This design comes from an exercise in tuning for small area, a short achievable clock period and few clock cycles per item on the open sky130 flow, not from production work.
Where RTL was checked, it was by simulation tests only, not by an equivalence proof against the original.
Power is estimated from default activity; no workload was simulated.

Setup of run A:
==> flow/design.v (excerpt) <==
module mm_top
(
  input  logic        clk_i,
  input  logic        rst_i,
  input  logic        in_valid_i,
  input  logic [35:0] in_beat_i,
  output logic        in_ready_o,
  output logic        z_valid_o,
  output logic [79:0] z_o,
  input  logic        z_ready_i,
  output logic        busy_o
);
For scale: ~2300 cells after synthesis, ~600 flip-flops.
export LEC_CHECK = 0
export CAP_MARGIN = 20
export CORE_MARGIN = 2
export CORE_UTILIZATION = 55
export CTS_CLUSTER_DIAMETER = 90
export CTS_CLUSTER_SIZE = 24
export SETUP_SLACK_MARGIN = 4.5
export SLEW_MARGIN = 20
create_clock -name core_clock -period 7.0 [get_ports {clk_i}]
run.sh (not shown) runs the stock make flow with config.mk's settings and CLKGATE_MAP_FILE= SYNTH_SCRIPT=/design/flow/synth_recipe.tcl, a recipe that flattens the netlist after the stock synthesis.
Testbench counts of run A, summed over its fixed seeds: cycles 3,136, jobs 512.
### run A -> run B
Settings: swapping 24 for 26 in CTS_CLUSTER_SIZE; swapping 90 for 110 in CTS_CLUSTER_DIAMETER; swapping 55 for 40 in CORE_UTILIZATION; swapping 4.5 for 4.35 in SETUP_SLACK_MARGIN.
==> comparison <==
[compare] base=run A new=run B: arrival time of data at the critical path endpoint essentially unchanged, register-to-register slack increased 130 ps, power decreased about 2%.
The flow did not stop early for run B: all stages ran, and the layout cleared the timing, DRC and antenna checks.
Run A finished every step from synthesis to the final layout, and the layout passed the timing, DRC and antenna checks.
Setup changes, run B to run C
Settings: CTS_CLUSTER_DIAMETER removed (was 110); CTS_CLUSTER_SIZE removed (was 26); SETUP_SLACK_MARGIN changed from 4.35 to 4.2.
Notes after the runs:
- On number of antenna violations at the first check in global routing, the lower figure sits with run C, not run B.
- Compared with run B, run C improves setup slack.
- For run C, the capture point of the worst path was z_o[18], unlike run B, where it was i_z_buffer.z_q[38].
- Side by side, final clock period utilization by the worst path turned out lower in run C than in run B.
- Taking run B as the reference point, the share of cells above drive strength 1 of run C falls by 3.6 points.
- Run C: highest fanout seen on the critical path is 2 lower than what run B reported.
## Diff of input files: run D against run C
Settings: an added CTS_CLUSTER_SIZE of 20; a change of SETUP_SLACK_MARGIN from 4.2 to 4.5; a change of CORE_UTILIZATION from 40 to 55; an added CTS_BUF_LIST of sky130_fd_sc_hd__clkbuf_4 sky130_fd_sc_hd__clkbuf_8.
### Flow results
- Run C -> run D: async set or reset register ratio after synthesis delta 0, exact match
- [compare] base=run C new=run D: later-pin clock latency in the skew report increased 100 ps, minimum setup slack in the final design lost 100 ps.
- Relative to run C, relative contribution of combinational cells to total power has gone up in run D.

========
Another version of the RTL of mm_top (not shown whole).
For scale: ~590 flip-flops, ~120 I/O pins, ~28000 µm² of cells after synthesis.
export LEC_CHECK = 0
export CAP_MARGIN = 20
export CORE_MARGIN = 2
export CORE_UTILIZATION = 40
export SETUP_SLACK_MARGIN = 4.2
export SLEW_MARGIN = 20
create_clock -name core_clock -period 7.0 [get_ports {clk_i}]
Edit:
--- a/flow/config.mk
+++ b/flow/config.mk
@@ -10,0 +11,2 @@
+export CTS_CLUSTER_DIAMETER = 110
+export CTS_CLUSTER_SIZE = 26
Result:
- die area is unchanged
- register-to-register slack is worse by 60 ps
- design area decreases by 3.4%
- hold slack is better by 8.2 ps
- maximum frequency decreases by 2.0%
- sequential share of layout area increases by 1.7 points
- cell count decreases by 1.8%
- area after synthesis is unchanged
- combinational power hardly moves
Edit:
--- a/flow/config.mk
+++ b/flow/config.mk
@@ -11,3 +11 @@
-export CTS_CLUSTER_DIAMETER = 110
-export CTS_CLUSTER_SIZE = 26
-export SETUP_SLACK_MARGIN = 4.2
+export SETUP_SLACK_MARGIN = 4.35
After rerunning: Hold slack gets worse by 4.2 ps; non-clock buffer count goes up by 23; design area goes up by 4.4%; die area does not change; synthesized area does not change; wire length goes up by 3.3%.
No functional check of the RTL was part of any run of this note.

========
## exp/cedar
mm_top with an RTL version that a note above also has.
For scale: about 600 flip-flops, roughly 120 I/O pins, roughly 28,000 sq um of cells after synthesis.
// mm_top
module mm_top
(
  input  logic        clk_i,
  input  logic        rst_i,
  input  logic        in_valid_i,
  input  logic [35:0] in_beat_i,
  output logic        in_ready_o,
  output logic        z_valid_o,
  output logic [79:0] z_o,
  input  logic        z_ready_i,
  output logic        busy_o
);
  logic         hold;
  logic         bx;
  logic [1:0]   brow;
  logic         bx_next;
  logic [1:0]   brow_next;
  logic [127:0] x;
  logic [31:0]  w;
  logic [31:0]  y;
  logic         comp;
  logic         wr;
  logic         last;
  logic [1:0]   row;
  logic [19:0]  zrow;
  mm_load_buffer i_load_buffer (
    .clk_i       ( clk_i      ),
    .rst_i       ( rst_i      ),
    .in_valid_i  ( in_valid_i ),
    .in_beat_i   ( in_beat_i  ),
    .in_ready_o  ( in_ready_o ),
    .hold_i      ( hold       ),
    .bx_o        ( bx         ),
    .brow_o      ( brow       ),
    .bx_next_o   ( bx_next    ),
    .brow_next_o ( brow_next  ),
    .x_o         ( x          ),
    .w_o         ( w          ),
    .y_o         ( y          ),
    .comp_o      ( comp       )
  );
  mm_engine i_engine (
    .clk_i       ( clk_i      ),
    .rst_i       ( rst_i      ),
    .comp_i      ( comp       ),
    .bx_i        ( bx         ),
    .brow_i      ( brow       ),
    .bx_next_i   ( bx_next    ),
    .brow_next_i ( brow_next  ),
    .x_i         ( x          ),
    .w_i         ( w          ),
    .y_i         ( y          ),
    .zv_i        ( z_valid_o  ),
    .z_ready_i   ( z_ready_i  ),
    .hold_o      ( hold       ),
    .wr_o        ( wr         ),
    .last_o      ( last       ),
  ...
Settings: LEC_CHECK=0, CAP_MARGIN=20, CORE_MARGIN=2, CORE_UTILIZATION=40, CTS_CLUSTER_DIAMETER=120, CTS_CLUSTER_SIZE=32, SETUP_SLACK_MARGIN=4.2, SLEW_MARGIN=20; clock period 7.0 ns.
Testbench counts of exp/cedar, summed over its fixed seeds: cycles 3,136, jobs 512.
--- input diff exp/cedar..exp/maple ---
Settings: CTS_CLUSTER_DIAMETER now 110, was 120; CTS_CLUSTER_SIZE now 26, was 32.
==> flow/flow/run.sh (new file) <==
#!/bin/bash
# Layout with the standard flow; the only change is the port buffers:
# every input and output port still gets one, but as buf_1 rather than the
# delay cell the flow's default choice picks.
set -euo pipefail
export BUFFER_PORTS_ARGS="-buffer_cell sky130_fd_sc_hd__buf_1"
bash standard.sh synth > synth.log 2>&1
bash standard.sh > layout.log 2>&1
==> flow/standard.sh (new file) <==
#!/bin/bash
# synth_recipe.tcl (not shown) runs the flow's synth.tcl, then flattens the netlist and writes it again
# the make line also repeats each setting of config.mk as NAME=value (left out here)
make -C /OpenROAD-flow-scripts/flow DESIGN_CONFIG=/design/flow/config.mk WORK_HOME=/design/flow/orfs CLKGATE_MAP_FILE= SYNTH_SCRIPT=/design/flow/synth_recipe.tcl "${@:-finish}"
removed: flow/run.sh
Findings:
In summary, exp/maple completed successfully, with a layout that passed the timing, DRC and antenna checks.
Compared with exp/cedar, exp/maple shows a fraction of final layout cells with drive strength greater than 1 that is 0.62 points lower.
Global-route usage in exp/maple is 0.28 points lower than in exp/cedar
Compared with exp/cedar, in exp/maple setup slack of the most critical reg-to-reg path decreased by 0.19 ns relative to the old numbers, number of cells on the worst reg-to-reg path increased by 3 relative to the old numbers, utilization after layout decreased by 0.97 points relative to the old numbers, clock power increased by about 11% relative to the old numbers, cell area decreased by about 2.2% relative to the old numbers.
Relative to exp/cedar, fmax decreased by about 6% in exp/maple.
> inputs changed (exp/maple -> exp/harbor)
Settings: setting PLACE_DENSITY to 0.7 for the first time; changing CORE_UTILIZATION from 40 to 50.
==> flow/run.sh (new file) <==
#!/bin/bash
# synth_recipe.tcl (not shown) runs the flow's synth.tcl, then flattens the netlist and writes it again
# the make line also repeats each setting of config.mk as NAME=value (left out here)
make -C /OpenROAD-flow-scripts/flow DESIGN_CONFIG=/design/flow/config.mk WORK_HOME=/design/flow/orfs CLKGATE_MAP_FILE= SYNTH_SCRIPT=/design/flow/synth_recipe.tcl finish
removed: flow/flow/run.sh
removed: flow/standard.sh
Notes after the runs:
Compared with exp/maple, exp/harbor instantiates a smaller number of cells.
Per the comparison of exp/harbor with exp/maple, worst slew margin relative to its limit went up by 1.2 points, clock skew moved up, global-route usage higher, sequential fraction of total cell area shrank by 0.94 points.
Diff exp/maple -> exp/harbor | clock network fraction of total power | decrease of 2.4 points
Modified inputs, exp/tundra compared to exp/harbor
Settings: PLACE_DENSITY removed (was 0.7); CORE_UTILIZATION changed from 50 to 40.
==> flow/flow/run.sh (new file) <==
#!/bin/bash
# Layout with the standard flow; the only change is the port buffers:
# every input and output port still gets one, but as buf_2 rather than the
# delay cell the flow's default choice picks.
set -euo pipefail
export BUFFER_PORTS_ARGS="-buffer_cell sky130_fd_sc_hd__buf_2"
bash standard.sh synth > synth.log 2>&1
bash standard.sh > layout.log 2>&1
==> flow/standard.sh (new file) <==
#!/bin/bash
# synth_recipe.tcl (not shown) runs the flow's synth.tcl, then flattens the netlist and writes it again
# the make line also repeats each setting of config.mk as NAME=value (left out here)
make -C /OpenROAD-flow-scripts/flow DESIGN_CONFIG=/design/flow/config.mk WORK_HOME=/design/flow/orfs CLKGATE_MAP_FILE= SYNTH_SCRIPT=/design/flow/synth_recipe.tcl "${@:-finish}"
removed: flow/run.sh
- Relative to exp/harbor, exp/tundra improves peak ir drop on the vdd network.
- The run showing the greater global-route usage over all layers is exp/harbor.
- | number of tapcells | exp/tundra vs exp/harbor | 178 higher |
- Summary: with exp/harbor as the reference, area of placed instances in exp/tundra moved down slightly.
- Maximum clock frequency shrinks slightly when moving from exp/harbor to exp/tundra.
- Changes observed in exp/tundra relative to exp/harbor: die width has increased, total power of the final layout saw an increase, net switching power figure rose about 5.7%, clock skew rose 0.0033 ns, flip-flop and latch count stayed essentially flat.

========
mm_top, a different RTL version from the one above (not shown whole).
For scale: about 2300 cells after synthesis, roughly 28000 sq um of cells after synthesis.
make LEC_CHECK=0 CAP_MARGIN=20 CORE_MARGIN=2 CORE_UTILIZATION=40 CTS_CLUSTER_DIAMETER=110 CTS_CLUSTER_SIZE=26 SETUP_SLACK_MARGIN=4.35 SLEW_MARGIN=20 finish   # period 7.0 ns
Stock flow here: none of the scripts above is used.
Testbench counts at the start, summed over its fixed seeds: cycles 3,136, jobs 512.
Rerun with:
==> flow/flow/run.sh (new file) <==
#!/bin/bash
# Layout with the standard flow; the only change is the port buffers:
# every input and output port still gets one, but as buf_1 rather than the
# delay cell the flow's default choice picks.
set -euo pipefail
export BUFFER_PORTS_ARGS="-buffer_cell sky130_fd_sc_hd__buf_1"
bash standard.sh synth > synth.log 2>&1
bash standard.sh > layout.log 2>&1
==> flow/standard.sh (new file) <==
#!/bin/bash
# synth_recipe.tcl (not shown) runs the flow's synth.tcl, then flattens the netlist and writes it again
# the make line also repeats each setting of config.mk as NAME=value (left out here)
make -C /OpenROAD-flow-scripts/flow DESIGN_CONFIG=/design/flow/config.mk WORK_HOME=/design/flow/orfs CLKGATE_MAP_FILE= SYNTH_SCRIPT=/design/flow/synth_recipe.tcl "${@:-finish}"
- CORE_UTILIZATION: 40 -> 56
removed: flow/run.sh
After rerunning:
- The changed run completed with no timing, DRC or antenna violations
- area after synthesis does not change
- global-route usage went up by 7.0 points
- die area went down by about 28%
- worst setup slack got worse by 0.062 ns
- synthesized cell count stays the same
- design area drops by about 3%
- combinational power fell by about 10%
- utilization came out higher by 16 points
- count of clock-buffer cells in the layout increases by 2
Rerun with:
- CORE_UTILIZATION: 56 -> 44
- SETUP_SLACK_MARGIN: 4.35 -> 4.4
Cell area grows by 1.1%.
Power is lower by 0.75%.
Die area rises by about 27%.
Wire length hardly moves.
Final cell count rose by 6.0%.
Setup slack gets better by 0.12 ns.
Via count goes up by 1.0%.
Hold slack gets better by 0.0042 ns.
Utilization shrinks by 12 points.
Sequential power is about the same.
Count of clock-buffer cells in the layout goes down by 3.

re-timing with driven ports:
How much do the figures lean on ideal ports? The routed layouts below were timed once more, with nothing changed but the port constraints. Step 1 sets driving cells, clkbuf_16 on the clock port and buf_2 on the other inputs (assumed; they add their load-dependent delay and slew). Step 2 also shifts input and output timing later by t, the mid clock arrival at the registers, as if the neighbouring blocks saw the same clock. Three values: ideal ports, drivers, drivers and shift; two values: the first two.
run	shift t [ns]	setup WS [ns]	latest minus earliest clock arrival (ns)	worst register clock-pin slew, ns	cell pins on the clock port's net
run A	0.683	4.071 / 4.071 / 3.753	0.036 / 0.036	0.10 / 0.10	1
run B	0.661	4.197 / 4.197 / 3.754	0.027 / 0.026	0.11 / 0.11	1
run C	0.673	4.258 / 4.197 / 3.672	0.043 / 0.043	0.07 / 0.07	1
run D	0.760	4.154 / 4.154 / 3.654	0.048 / 0.048	0.07 / 0.07	1
the first run of note 2	0.689	4.236 / 4.200 / 3.620	0.022 / 0.021	0.07 / 0.07	1
the second run of note 2	0.665	4.179 / 4.179 / 3.603	0.049 / 0.049	0.11 / 0.11	1
the third run of note 2	0.693	4.216 / 4.216 / 3.734	0.057 / 0.057	0.07 / 0.07	1
exp/cedar	0.653	4.262 / 4.224 / 3.670	0.041 / 0.041	0.12 / 0.12	1
exp/maple	0.675	4.075 / 4.075 / 3.712	0.025 / 0.026	0.11 / 0.11	1
exp/harbor	0.664	4.203 / 4.203 / 3.668	0.048 / 0.048	0.11 / 0.11	1
exp/tundra	0.682	4.150 / 4.150 / 3.653	0.049 / 0.049	0.11 / 0.11	1
the first run of note 4	0.665	4.345 / 4.345 / 3.805	0.057 / 0.057	0.10 / 0.10	1
the second run of note 4	0.658	4.283 / 4.283 / 3.724	0.026 / 0.026	0.12 / 0.12	1
the third run of note 4	0.659	4.403 / 4.378 / 3.871	0.054 / 0.053	0.11 / 0.11	1
After both steps every run listed still meets setup and hold. For the first run of note 2, which loses most, drivers alone change the setup slack by -0.036 ns; drivers and shift together by -0.616 ns.
